Source: an optimization exercise on an open RTL-to-GDS flow (aim: small area and a short achievable clock period). Production flows keep margins and buffers that such runs may drop.
Function was checked by simulation only, so behaviour that the tests miss may differ from the original.
No activity file was given, so power comes from the tool's default toggle rates.

==> flow/design.v (excerpt) <==
module id_stage #(
   parameter logic [31:0] NOP_WORD = 32'h0000_0000
) (
   input  logic        clk,
   input  logic        rst,
   input  logic [31:0] if_instruction,
   input  logic [31:0] if_pc,
   input  logic        freeze,
   input  logic        wb_en,
   input  logic [4:0]  wb_dest,
   input  logic [31:0] wb_value,
   output logic        branch_taken,
   output logic [31:0] branch_address,
   output logic [3:0]  ex_cmd,
   output logic [31:0] ex_val1,
   output logic [31:0] ex_val2,
   output logic [31:0] ex_st_val,
   output logic [4:0]  ex_dest,
   output logic        ex_wb_en,
   output logic        ex_mem_r_en,
   output logic        ex_mem_w_en,
   output logic [31:0] ex_pc
);
Size in the first run: roughly 280 I/O pins, ~0.056 mm^2 of cells after synthesis.
clock: 6.5 ns
lec_check: 0
cap_margin: 10
core_margin: 2
core_utilization: 35
place_density: 0.5
setup_slack_margin: 3.0
slew_margin: 10
synth_hierarchical: 1
tns_end_percent: 5
standard.sh (not shown) runs the stock make flow with config.mk's settings and CLKGATE_MAP_FILE= SYNTH_SCRIPT=/design/flow/synth_recipe.tcl, a recipe that flattens the netlist after the stock synthesis.
==> flow/flow/run.sh <==
#!/bin/bash
# Layout: the standard ORFS flow (standard.sh: standard synthesis, floorplan, power
# grid, placement, CTS, routing), with two changes:
#  * ports are buffered with buf_1 instead of the delay cell buffer_ports picks by default
#    (repair_design/repair_timing still resize them where needed);
#  * the clock tree is built from clkbuf_16 in larger sink clusters, without dummy loads.
# Each tool's full output stays under orfs/logs/; make's own output goes to standard.log.
set -euo pipefail
export BUFFER_PORTS_ARGS="-buffer_cell sky130_fd_sc_hd__buf_1"
export CTS_ARGS="-sink_clustering_enable -repair_clock_nets -buf_list sky130_fd_sc_hd__clkbuf_16 -sink_clustering_size 24 -sink_clustering_max_diameter 80 -dont_use_dummy_load"
bash standard.sh > standard.log 2>&1
The baseline produced a clean layout.
Rerun with:
CAP_MARGIN = 20   (was 10)
SLEW_MARGIN = 20   (was 10)
Cell area decreases slightly.
Power hardly moves.
Sequential power is about the same.
Via count is about the same.
Register-to-register slack improves by 0.49 ns.
First-iteration DRC count increases slightly.


== cedar ==
Starting RTL as in the previous note.
clock: 6.5 ns
lec_check: 0
cap_margin: 10
core_margin: 2
core_utilization: 40
place_density: 0.6
setup_slack_margin: 3.0
slew_margin: 10
synth_hierarchical: 1
tns_end_percent: 5
Scripts as last shown in full above: flow/flow/run.sh
No crash in cedar: every stage finished, but the layout fails its final checks due to max-capacitance violations, max-slew violations.
Relative to cedar, the following input files were edited for pepper:
-- flow/flow/run.sh --
<<< cedar, line 3
# grid, placement, CTS, routing), with two changes:
>>> pepper, line 3
# grid, placement, CTS, routing), with three changes:
<<< cedar, line 6
#  * the clock tree is built from clkbuf_16 in larger sink clusters, without dummy loads.
>>> pepper, line 6
#  * the clock tree is built from clkbuf_16 in larger sink clusters, without dummy loads;
#  * the resizer may change a cell's footprint when sizing (MATCH_CELL_FOOTPRINT=0), so
#    flip-flops on critical paths can take a stronger drive.
<<< cedar, line 11
>>> pepper, line 13
export MAKEFLAGS="MATCH_CELL_FOOTPRINT=0"
-- flow/config.mk --
<<< cedar, line 8
export CAP_MARGIN = 10
>>> pepper, line 8
export CAP_MARGIN = 20
<<< cedar, line 10
export CORE_UTILIZATION = 40
export PLACE_DENSITY = 0.6
>>> pepper, line 10
export CORE_UTILIZATION = 35
export PLACE_DENSITY = 0.5
<<< cedar, line 13
export SLEW_MARGIN = 10
>>> pepper, line 13
export SLEW_MARGIN = 20
==> run notes <==
- | worst slew slack as a fraction of its limit | pepper vs cedar | 17 points higher |
- pepper went all the way through the flow, and no timing, DRC or antenna check failed.
- Looking at clock group share of total power across cedar and pepper, the one that comes out lower is cedar.
- In the reports for cedar and pepper, the larger final hold slack belongs to cedar.
- Compared with cedar, in pepper fraction of area in registers moved up; height of the chip moved up.

## port drivers added, routing unchanged
The results above use ideal ports. As a check the final layouts listed here were re-extracted and re-timed, cells and wires unchanged.
Step 1 assumes that a clkbuf_16 drives the clock port and a buf_2 every other input.
Step 2 also shifts input and output timing later by t, the mid clock arrival at the registers, as if the neighbouring blocks saw the same clock.
Slacks: ideal ports / drivers / drivers and shift; pairs: ideal ports / drivers.
run	t (ns)	setup WS [ns]	clock arrival spread, ns	pins driven straight from the clock port
the first run of note 1	0.800	2.335 / 2.245 / 1.750	0.091 / 0.090	1
the second run of note 1	0.791	2.409 / 2.327 / 1.788	0.098 / 0.098	1
cedar	0.799	2.446 / 2.318 / 1.712	0.096 / 0.096	1
pepper	0.789	2.323 / 2.241 / 1.757	0.089 / 0.089	1
For cedar, which loses most, drivers alone change the setup slack by -0.128 ns; drivers and shift together by -0.734 ns.
